This design comes from an exercise in tuning for small area, a short achievable clock period and few clock cycles per item on the open sky130 flow, not from production work.
The RTL was checked by simulation tests, not by an equivalence proof against the original design.

==> flow/design.v, too long to show whole: its modules and the start of the top module <==
// module ec_scalar_mul: 1115 lines
module ec_scalar_mul (
	input wire clk,
	input wire reset,
	input wire start,
	input wire [7:0] k,
	input wire [15:0] p_x,
	input wire [15:0] p_y,
	input wire p_inf,
	output reg busy,
	output reg done,
	output wire [15:0] r_x,
	output wire [15:0] r_y,
	output wire r_inf
);
  // ...
==> flow/run.sh <==
#!/bin/bash
# synth_recipe.tcl (not shown) runs the flow's synth.tcl, then flattens the netlist and writes it again
# the make line also repeats each setting of config.mk as NAME=value (left out here)
make -C /OpenROAD-flow-scripts/flow DESIGN_CONFIG=/design/flow/config.mk WORK_HOME=/design/flow/orfs CLKGATE_MAP_FILE= SYNTH_SCRIPT=/design/flow/synth_recipe.tcl finish
==> flow/config.mk <==
export PLATFORM = sky130hd
export DESIGN_NAME = ec_scalar_mul
export DESIGN_NICKNAME = ec_scalar_mul
export VERILOG_FILES = /design/flow/design.v
export SDC_FILE = /design/flow/constraint.sdc
export NUM_CORES = 4
export LEC_CHECK = 0
export CAP_MARGIN = 20
export CORE_MARGIN = 2
export CORE_UTILIZATION = 40
export SLEW_MARGIN = 20
==> flow/constraint.sdc <==
create_clock -name core_clock -period 7.0 [get_ports {clk}]
set_input_delay 1.4000 -clock core_clock [delete_from_list [all_inputs] [get_ports {clk}]]
set_output_delay 1.4000 -clock core_clock [all_outputs]
set_load 0.01 [all_outputs]
==> run_results.csv, run 1 <==
group,metric,value,unit
outcome,status,"timing/DRC/antenna clean",
finish,dominant_cells,"multi-input gates",
drt,wl_per_cell,24.05,µm
finish,top_register,"m2f",
finish,seq_area,7198,µm²
setup_path,crit_path_end,"m2f[16]$_DFF_P_",
global_route,gr-usage-all-layers,27.29,%
drt,first_pass_iters,8,
setup_path,regToRegStartpoint,"c_m_b[0]$_DFF_PP0_",
synthesis,ys_top_cells_by_area,"fa_1 19%, edfxtp_1 17%, dfxtp_1 5.7%",
cts,ctsHoldBuffers,0,
setup_path,critPathTopFamily,"adder cells",
floorplan,num_rows,98,
sta,fin_setup_tns,0,ns
place,dpl_cell_area,31520,µm²
worst_hold_path,hold_path.class,"register to register",
place,port_buffers,78,
synthesis,syn_avg_cell_area,9.251,µm²
setup_path,worst_ep_required_time,7.47,ns
cts,clock_latency,0.59,ns
global_route,grt_pass1_vias,24373,
synthesis,seq_area_frac_synth,25.09,%
setup_path,path_buf_inv,7,
cts,numCtsBuffers,30,
synthesis,synth_seq_cells,272,
sta,hold-worst-slack,0.4210,ns
cts,cts.sinks,272,
sta,setup_viol,0,
floorplan,die_area,73800,µm²
synthesis,synth.net_count,3527,
finish,filler_cell_count,6878,
floorplan,taps,950,
setup_path,cpPeakStageDelay,0.65,ns
setup_path,cpMaxStageDelayCell,"fa_1",
Testbench counts, summed over its fixed seeds: cycles 26,246, items 192.
==> run 2, diff against run 1 <==
--- a/flow/design.v
+++ b/flow/design.v
@@ -79,19 +79,18 @@
 			7'd21: begin r_m_en = 1'b1; r_m_a = 3'd1; r_m_b = 3'd5; r_m_sh = 1'b0; r_m_d = 4'd6; end  
 			7'd22: begin r_m_en = 1'b1; r_m_a = 3'd3; r_m_b = 3'd5; r_m_sh = 1'b0; r_m_d = 4'd5; r_a_en = 1'b1; r_a_a = 3'd3; r_a_b = 2'd2; r_a_sub = 1'b1; r_a_dbl = 1'b0; r_a_d = 4'd7; end  
 			7'd23: begin r_m_en = 1'b1; r_m_a = 3'd0; r_m_b = 3'd3; r_m_sh = 1'b0; r_m_d = 4'd3; r_a_en = 1'b1; r_a_a = 3'd3; r_a_b = 2'd2; r_a_sub = 1'b1; r_a_dbl = 1'b1; r_a_d = 4'd1; end  
 			7'd24: begin r_a_en = 1'b1; r_a_a = 3'd2; r_a_b = 2'd0; r_a_sub = 1'b1; r_a_dbl = 1'b0; r_a_d = 4'd6; end  
 			7'd25: begin r_m_en = 1'b1; r_m_a = 3'd2; r_m_b = 3'd5; r_m_sh = 1'b0; r_m_d = 4'd7; end  
 			7'd27: begin r_a_en = 1'b1; r_a_a = 3'd3; r_a_b = 2'd1; r_a_sub = 1'b1; r_a_dbl = 1'b0; r_a_d = 4'd2; end  
 			7'd28: begin r_m_en = 1'b1; r_m_a = 3'd0; r_m_b = 3'd0; r_m_sh = 1'b0; r_m_d = 4'd4; end  
 			7'd30: begin r_m_en = 1'b1; r_m_a = 3'd2; r_m_b = 3'd1; r_m_sh = 1'b0; r_m_d = 4'd4; end  
-			7'd31: begin r_m_en = 1'b1; r_m_a = 3'd0; r_m_b = 3'd1; r_m_sh = 1'b0; r_m_d = 4'd5; end  
 			7'd32: begin r_m_en = 1'b1; r_m_a = 3'd2; r_m_b = 3'd1; r_m_sh = 1'b0; r_m_d = 4'd4; end  
-			7'd33: begin r_m_en = 1'b1; r_m_a = 3'd4; r_m_b = 3'd1; r_m_sh = 1'b0; r_m_d = 4'd5; end  
+			7'd33: begin r_m_en = 1'b1; r_m_a = 3'd0; r_m_b = 3'd1; r_m_sh = 1'b0; r_m_d = 4'd5; end  
 			7'd34: begin r_m_en = 1'b1; r_m_a = 3'd2; r_m_b = 3'd1; r_m_sh = 1'b0; r_m_d = 4'd4; end  
 			7'd35: begin r_m_en = 1'b1; r_m_a = 3'd4; r_m_b = 3'd1; r_m_sh = 1'b0; r_m_d = 4'd4; end  
 			7'd36: begin r_m_en = 1'b1; r_m_a = 3'd2; r_m_b = 3'd1; r_m_sh = 1'b0; r_m_d = 4'd5; end  
 			7'd38: begin r_m_en = 1'b1; r_m_a = 3'd4; r_m_b = 3'd3; r_m_sh = 1'b0; r_m_d = 4'd4; end  
 			7'd39: begin r_m_en = 1'b1; r_m_a = 3'd2; r_m_b = 3'd3; r_m_sh = 1'b0; r_m_d = 4'd5; end  
 			7'd40: begin r_m_en = 1'b1; r_m_a = 3'd2; r_m_b = 3'd1; r_m_sh = 1'b0; r_m_d = 4'd4; end  
 			7'd41: begin r_m_en = 1'b1; r_m_a = 3'd4; r_m_b = 3'd1; r_m_sh = 1'b0; r_m_d = 4'd5; end  
 			7'd42: begin r_m_en = 1'b1; r_m_a = 3'd2; r_m_b = 3'd1; r_m_sh = 1'b0; r_m_d = 4'd4; end  
@@ -106,30 +105,31 @@
 			7'd51: begin r_m_en = 1'b1; r_m_a = 3'd4; r_m_b = 3'd1; r_m_sh = 1'b0; r_m_d = 4'd5; end  
 			7'd52: begin r_m_en = 1'b1; r_m_a = 3'd2; r_m_b = 3'd1; r_m_sh = 1'b0; r_m_d = 4'd4; end  
 			7'd53: begin r_m_en = 1'b1; r_m_a = 3'd4; r_m_b = 3'd1; r_m_sh = 1'b0; r_m_d = 4'd5; end  
 			7'd54: begin r_m_en = 1'b1; r_m_a = 3'd2; r_m_b = 3'd1; r_m_sh = 1'b0; r_m_d = 4'd4; end  
 			7'd55: begin r_m_en = 1'b1; r_m_a = 3'd4; r_m_b = 3'd1; r_m_sh = 1'b0; r_m_d = 4'd5; end  
 			7'd56: begin r_m_en = 1'b1; r_m_a = 3'd2; r_m_b = 3'd1; r_m_sh = 1'b0; r_m_d = 4'd4; end  
 			7'd57: begin r_m_en = 1'b1; r_m_a = 3'd4; r_m_b = 3'd1; r_m_sh = 1'b0; r_m_d = 4'd5; end  
 			7'd59: begin r_m_en = 1'b1; r_m_a = 3'd4; r_m_b = 3'd1; r_m_sh = 1'b0; r_m_d = 4'd4; end  
-			7'd61: begin r_m_en = 1'b1; r_m_a = 3'd2; r_m_b = 3'd1; r_m_sh = 1'b0; r_m_d = 4'd5; end  
-			7'd63: begin r_m_en = 1'b1; r_m_a = 3'd4; r_m_b = 3'd1; r_m_sh = 1'b0; r_m_d = 4'd4; end  
-			7'd64: begin r_m_en = 1'b1; r_m_a = 3'd1; r_m_b = 3'd3; r_m_sh = 1'b0; r_m_d = 4'd1; end  
-			7'd65: begin r_m_en = 1'b1; r_m_a = 3'd3; r_m_b = 3'd1; r_m_sh = 1'b0; r_m_d = 4'd2; end  
-			7'd67: begin r_m_en = 1'b1; r_m_a = 3'd0; r_m_b = 3'd0; r_m_sh = 1'b0; r_m_d = 4'd4; r_a_en = 1'b1; r_a_a = 3'd0; r_a_b = 2'd0; r_a_sub = 1'b0; r_a_dbl = 1'b1; r_a_d = 4'd4; end  
+			7'd61: begin r_m_en = 1'b1; r_m_a = 3'd0; r_m_b = 3'd1; r_m_sh = 1'b0; r_m_d = 4'd4; end  
+			7'd62: begin r_m_en = 1'b1; r_m_a = 3'd3; r_m_b = 3'd1; r_m_sh = 1'b0; r_m_d = 4'd2; end  
+			7'd63: begin r_m_en = 1'b1; r_m_a = 3'd1; r_m_b = 3'd1; r_m_sh = 1'b0; r_m_d = 4'd1; end  
+			7'd65: begin r_m_en = 1'b1; r_m_a = 3'd0; r_m_b = 3'd0; r_m_sh = 1'b0; r_m_d = 4'd4; r_a_en = 1'b1; r_a_a = 3'd3; r_a_b = 2'd1; r_a_sub = 1'b1; r_a_dbl = 1'b0; r_a_d = 4'd7; end  
+			7'd66: begin r_m_en = 1'b1; r_m_a = 3'd2; r_m_b = 3'd4; r_m_sh = 1'b0; r_m_d = 4'd7; r_a_en = 1'b1; r_a_a = 3'd4; r_a_b = 2'd2; r_a_sub = 1'b1; r_a_dbl = 1'b1; r_a_d = 4'd1; end  
+			7'd67: begin r_m_en = 1'b1; r_m_a = 3'd2; r_m_b = 3'd1; r_m_sh = 1'b1; r_m_d = 4'd5; r_a_en = 1'b1; r_a_a = 3'd0; r_a_b = 2'd0; r_a_sub = 1'b0; r_a_dbl = 1'b1; r_a_d = 4'd4; end  
 			7'd68: begin r_m_en = 1'b1; r_m_a = 3'd1; r_m_b = 3'd1; r_m_sh = 1'b0; r_m_d = 4'd4; r_a_en = 1'b1; r_a_a = 3'd3; r_a_b = 2'd3; r_a_sub = 1'b1; r_a_dbl = 1'b0; r_a_d = 4'd2; end  
 			7'd69: begin r_m_en = 1'b1; r_m_a = 3'd0; r_m_b = 3'd0; r_m_sh = 1'b0; r_m_d = 4'd4; r_a_en = 1'b1; r_a_a = 3'd3; r_a_b = 2'd1; r_a_sub = 1'b1; r_a_dbl = 1'b0; r_a_d = 4'd7; end  
 			7'd70: begin r_m_en = 1'b1; r_m_a = 3'd2; r_m_b = 3'd4; r_m_sh = 1'b0; r_m_d = 4'd7; r_a_en = 1'b1; r_a_a = 3'd4; r_a_b = 2'd2; r_a_sub = 1'b1; r_a_dbl = 1'b1; r_a_d = 4'd1; end  
 			7'd71: begin r_m_en = 1'b1; r_m_a = 3'd0; r_m_b = 3'd1; r_m_sh = 1'b0; r_m_d = 4'd4; end  
 			7'd72: begin r_m_en = 1'b1; r_m_a = 3'd5; r_m_b = 3'd1; r_m_sh = 1'b0; r_m_d = 4'd4; r_a_en = 1'b1; r_a_a = 3'd3; r_a_b = 2'd3; r_a_sub = 1'b1; r_a_dbl = 1'b0; r_a_d = 4'd2; end  
 			7'd73: begin r_m_en = 1'b1; r_m_a = 3'd0; r_m_b = 3'd0; r_m_sh = 1'b0; r_m_d = 4'd4; r_a_en = 1'b1; r_a_a = 3'd3; r_a_b = 2'd1; r_a_sub = 1'b1; r_a_dbl = 1'b0; r_a_d = 4'd7; end  
 			7'd74: begin r_m_en = 1'b1; r_m_a = 3'd2; r_m_b = 3'd4; r_m_sh = 1'b0; r_m_d = 4'd7; r_a_en = 1'b1; r_a_a = 3'd4; r_a_b = 2'd2; r_a_sub = 1'b1; r_a_dbl = 1'b1; r_a_d = 4'd1; end  
 			7'd75: begin r_m_en = 1'b1; r_m_a = 3'd2; r_m_b = 3'd1; r_m_sh = 1'b0; r_m_d = 4'd4; end  
-			7'd76: begin r_m_en = 1'b1; r_m_a = 3'd0; r_m_b = 3'd1; r_m_sh = 1'b0; r_m_d = 4'd5; r_a_en = 1'b1; r_a_a = 3'd3; r_a_b = 2'd3; r_a_sub = 1'b1; r_a_dbl = 1'b0; r_a_d = 4'd2; end  
+			7'd76: begin r_a_en = 1'b1; r_a_a = 3'd3; r_a_b = 2'd3; r_a_sub = 1'b1; r_a_dbl = 1'b0; r_a_d = 4'd2; end  
 			7'd77: begin r_m_en = 1'b1; r_m_a = 3'd0; r_m_b = 3'd0; r_m_sh = 1'b0; r_m_d = 4'd4; r_a_en = 1'b1; r_a_a = 3'd0; r_a_b = 2'd0; r_a_sub = 1'b0; r_a_dbl = 1'b1; r_a_d = 4'd4; end  
 			7'd78: begin r_m_en = 1'b1; r_m_a = 3'd1; r_m_b = 3'd1; r_m_sh = 1'b0; r_m_d = 4'd4; r_a_en = 1'b1; r_a_a = 3'd3; r_a_b = 2'd1; r_a_sub = 1'b1; r_a_dbl = 1'b0; r_a_d = 4'd2; end  
 			7'd79: begin r_m_en = 1'b1; r_m_a = 3'd0; r_m_b = 3'd0; r_m_sh = 1'b0; r_m_d = 4'd4; end  
 			7'd80: begin r_a_en = 1'b1; r_a_a = 3'd3; r_a_b = 2'd1; r_a_sub = 1'b1; r_a_dbl = 1'b0; r_a_d = 4'd2; end  
 			default: ;
 		endcase
 	end
 	always @(posedge clk or posedge reset) begin
@@ -1045,32 +1045,32 @@
 			end
 			ST_LOADP: begin
 				nst = ST_RUN;
 				if (ldk == LP_DBL) nupc = 7'd0;
 				else if (more) begin nupc = 7'd0; consume = 1'b1; end
 				else nupc = 7'd28;
 			end
 			default: begin
-				if (upc == 7'd9 && succ_d == 2'd0) begin nupc = 7'd67; consume = 1'b1; end
+				if (upc == 7'd7 && succ_d == 2'd0) begin nupc = 7'd65; consume = 1'b1; end
 				else if (upc == 7'd7 && succ_d == 2'd1) begin nupc = 7'd69; end
 				else if (upc == 7'd7 && succ_d == 2'd2) begin nupc = 7'd73; end
 				else if (upc == 7'd25 && succ_a == 2'd0) begin nupc = 7'd77; consume = 1'b1; end
 				else if (upc == 7'd25 && succ_a == 2'd2) begin nupc = 7'd79; end
-				else if (upc == 7'd68) nupc = 7'd2;
+				else if (upc == 7'd68) nupc = 7'd3;
 				else if (upc == 7'd72) nupc = 7'd16;
 				else if (upc == 7'd76) nupc = 7'd32;
 				else if (upc == 7'd78) nupc = 7'd2;
 				else if (upc == 7'd80) nupc = 7'd30;
 				else if (upc == 7'd19 && (zz || hz)) begin
 					exc = 1'b1;
 					nst = ST_LOADP;
 					exc_k = zz ? LP_NEXT : (rz ? LP_DBL : LP_INF);
 				end
-				else if (upc == 7'd66) begin
+				else if (upc == 7'd64) begin
 					fin_done = 1'b1;
 					nst = ST_IDLE;
 				end
 			end
 		endcase
 	end
 	always @(posedge clk or posedge reset) begin
 		if (reset) begin
==> run 2 against run 1 <==
- still clean
- wire length shrank 2.0%
- sequential share of layout area fell by 0.45 points
- clock skew rose by 0.014 ns
- final area up 2.1%
- area after synthesis up 2.7%
- critical path depth rose by 2
- global-route usage is 1.2 points lower
==> run_results.csv, run 2 <==
group,metric,value,unit
global_route,grt_pass1_wl,151100,µm
floorplan,die_y,275.2,µm
finish,syn2layout_area_growth,13.25,%
synthesis,synth.net_count,3606,
synthesis,synth_most_common_cell,"inv_1",
sta,setup_viol,0,
drt,highest_layer,"met5",
finish,antenna_cells,0,
cts,numCtsBuffers,37,
floorplan,start_util,40.40,%
floorplan,core_area,72830,µm²
synthesis,synth_edf_count,159,
flow_run,maxCapViolCount,0,
setup_path,end_kind,"register",
finish,filler_cell_count,7047,
global_route,gr-usage-all-layers,26.14,%
drt,wl_met1,41380,µm
synthesis,syn_avg_cell_area,9.262,µm²
sta,rsz0062_at_grt,"false",
cts,cts_tree,"yes",
drt,drc_errors,0,
floorplan,boundaryPins,79,
setup_path,critPathLaunchType,"register",
finish,multi_input_area,20370,µm²
sta,hold_violations,0,
drt,wirelength,99090,µm
drt,wl_per_cell,23.28,µm
drt,via_per_inst,5.869,
setup_path,critPathKind,"register to register",
finish,drive_gt1_share,14.44,%
cts,clock_latency,0.57,ns
sta,worstMarginPinSlew,0.9900,ns
finish,top_register,"m2f",
floorplan,num_rows,99,
synthesis,synth_fa_ha_area_share,23.21,%
synthesis,synth_common_cells,"339 x inv_1, 333 x nor2_1, 268 x fa_1",
global_route,grt_pass1_vias,24665,
synthesis,synth.area.mux_share,11.47,%
synthesis,synth_top_family_by_area,"adder cells",
synthesis,yosysTopAreaCell,"fa_1",
sta,hold-worst-slack,0.4269,ns
synthesis,synth_compound_area_share,16.14,%
drt,wl_met3,8518,µm
place,port_buffers,78,
drt,vias,24980,
cts,max-clock-path-buffers,3,
global_route,grt-ovfl-total,0,
setup_path,worst_ep_required_time,7.27,ns
sta,post-route-period-util,95.67,%
sta,fmax,149.3,MHz
synthesis,ys_top_cells_by_area,"fa_1 18%, edfxtp_1 16%, dfxtp_1 5.6%",
finish,largest_reg_flops,73,
synthesis,synth_xor_area_share,3.108,%
setup_path,cp_data_arrival_time,6.97,ns
synthesis,synth_cell_types,110,
synthesis,yosysWarnings,1,
outcome,status,"timing/DRC/antenna clean",
sta,period_needed,6.697,ns
global_route,antenna_found_initial,3,
synthesis,seq_area_frac_synth,24.44,%
cts,cts.sinks,272,
finish,mostFrequentLayoutCells,"338 x inv_1, 330 x nor2_1, 268 x fa_1, 197 x nand2_1, 173 x a21oi_1",
finish,final_common_cell,"inv_1",
floorplan,die_x,275.2,µm
place,dp_hpwl,76420,µm
place,gp_congestion,0.9467,
worst_hold_path,hold_path.class,"register to register",
drt,antenna_left,0,
synthesis,synth-simple-area-share,14.72,%
sta,slew_viol_final,0,
drt,drtIter0Drc,2669,
synthesis,synth_seq_cells,272,
finish,nNetsFinal,3697,
synthesis,syn_inst,3177,
finish,seq_area,7199,µm²
cts,cts_max_level,2,
cts,cts.clk_slew.worst_paths,0.06,ns
synthesis,synth_top_area_share,18.23,%
cts,ctsHoldBuffers,0,
synthesis,synth.cell_area,29430,µm²
setup_path,crit_fanout,11,
synthesis,synth_ff_type,"edfxtp_1",
drt,first_pass_iters,6,
sta,fin_setup_tns,0,ns
synthesis,async_reset_ff_share,11.40,%
sta,fin_skew,0.03791,ns
floorplan,die_area,75750,µm²
cts,cts_root_buffer,"clkbuf_16",
global_route,grt_max_degree,76,
drt,wl_met2,45050,µm
sta,slew_headroom,33.90,%
## run 2: changes by cell type in the layout (fill, tap and decap cells not counted), sizes merged, moves of 13 or more
cell,delta
nand2,-22
o22ai,+14
nor3,+14
nand3,-32
inv,+13
buf,-33
a21o,-17
o211ai,+31
mux2i,+32
## run 2: layout make-up
type	count	share of cell area, %
timing repair buffer	231	5.801
clock inverter	23	0.9799
inverter	340	3.830
clock buffer	45	3.052
multi-input combinational	2386	61.13
sequential	272	21.60
tap	959	3.601
## run 2: cells by family (layout without fill, tap and decap cells)
family	Yosys count	count (layout)
compound gates	724	724
xor+xnor	101	101
fa+ha+maj	385	385
buf+inv	519	639
flops	272	272
mux	268	268
simple gates	908	908
## run 2: what timing repair did
| item | CTS | global route |
|---|---|---|
| setup endpoints to repair | 0 | 84 |
| buffers inserted | 0 | 1 |
| gates resized for setup | 0 | 25 |
## run 2: path summary, 6_finish.rpt
| kind | from | to | slack (ns) | cells after the start |
|---|---|---|---|---|
| max | c_a_b[0]$_DFF_PP0_ | Z[7]$_DFFE_PP_ | 0.30 | 22 |
| min | kreg[6]$_DFFE_PP_ | cur_bit$_DFFE_PP_ | 0.43 | 0 |
| max reg2reg | c_a_b[0]$_DFF_PP0_ | Z[7]$_DFFE_PP_ | 0.30 | 22 |
| min reg2reg | kreg[6]$_DFFE_PP_ | cur_bit$_DFFE_PP_ | 0.43 | 0 |
| max in group asynchronous | reset | c_a_sub$_DFF_PP0_ | 5.43 | 3 |
| min in group asynchronous | reset | busy$_DFFE_PP0P_ | 1.21 | 3 |
## run 2: metrics by stage
stage / setup slack [ns] / std cells / area [µm²] / util, %
floorplan: 0.1204 / 3177 / 29430 / -
global placement: 0.1162 / 4187 / 31850 / 43.72
detailed placement: 0.1282 / 4187 / 31850 / 43.73
CTS: 0.02194 / 4255 / 33200 / 45.58
global route: 0.006409 / 4256 / 33330 / 45.76
finish: 0.3034 / 4256 / 33330 / 45.76
## run 2: critical path: stages, from the launching register on
cell and delay, ns:
dfrtp_1 0.37, buf_4 0.22, buf_6 0.23, mux4_2 0.58, mux2i_1 0.19, xnor2_1 0.09, ha_1 0.45, o211ai_1 0.19
or2_2 0.31, a221oi_1 0.59, inv_1 0.11, ha_1 0.36, and4_1 0.27, o2111ai_1 0.13, nand3_1 0.20, a221oi_2 0.50
a22oi_1 0.24, buf_4 0.26, or4_1 0.47, nand4_1 0.15, mux2i_1 0.14, o21ai_2 0.25, o22ai_1 0.10
## run 2: metal layers
metal	vias to the layer above	global-route usage (%)
met1	12268	35.15
met3	220	4.880
met2	1146	42.07
li1	11342	-
met5	-	0
met4	4	9.459
Testbench counts of run 2, summed over its fixed seeds: cycles 25,395, items 192.

-- separate check: timing with driven ports --
In the flow no input, the clock included, has a driving cell. The finished layouts below were timed again as built, in two steps.
Step 1: set_driving_cell puts a clkbuf_16 on clk and a buf_2 on each other input, an assumption about the parent block.
Step 2 adds t to the input delays and takes it off the output delays; t is the mean of the earliest and latest rising clock arrival at the registers after step 1. Input paths then give back, and output paths get back, about the clock's delay inside the block.
Three values: ideal, step 1, step 2; two values: the first two.
run	shift t [ns]	slack for setup (ns)	worst setup path after step 2	cell pins on the clock port's net
run 1	0.629	0.242 / 0.242 / 0.242	register to register	1
run 2	0.618	0.303 / 0.303 / 0.303	register to register	1
After both steps setup and hold are still met in every run listed.
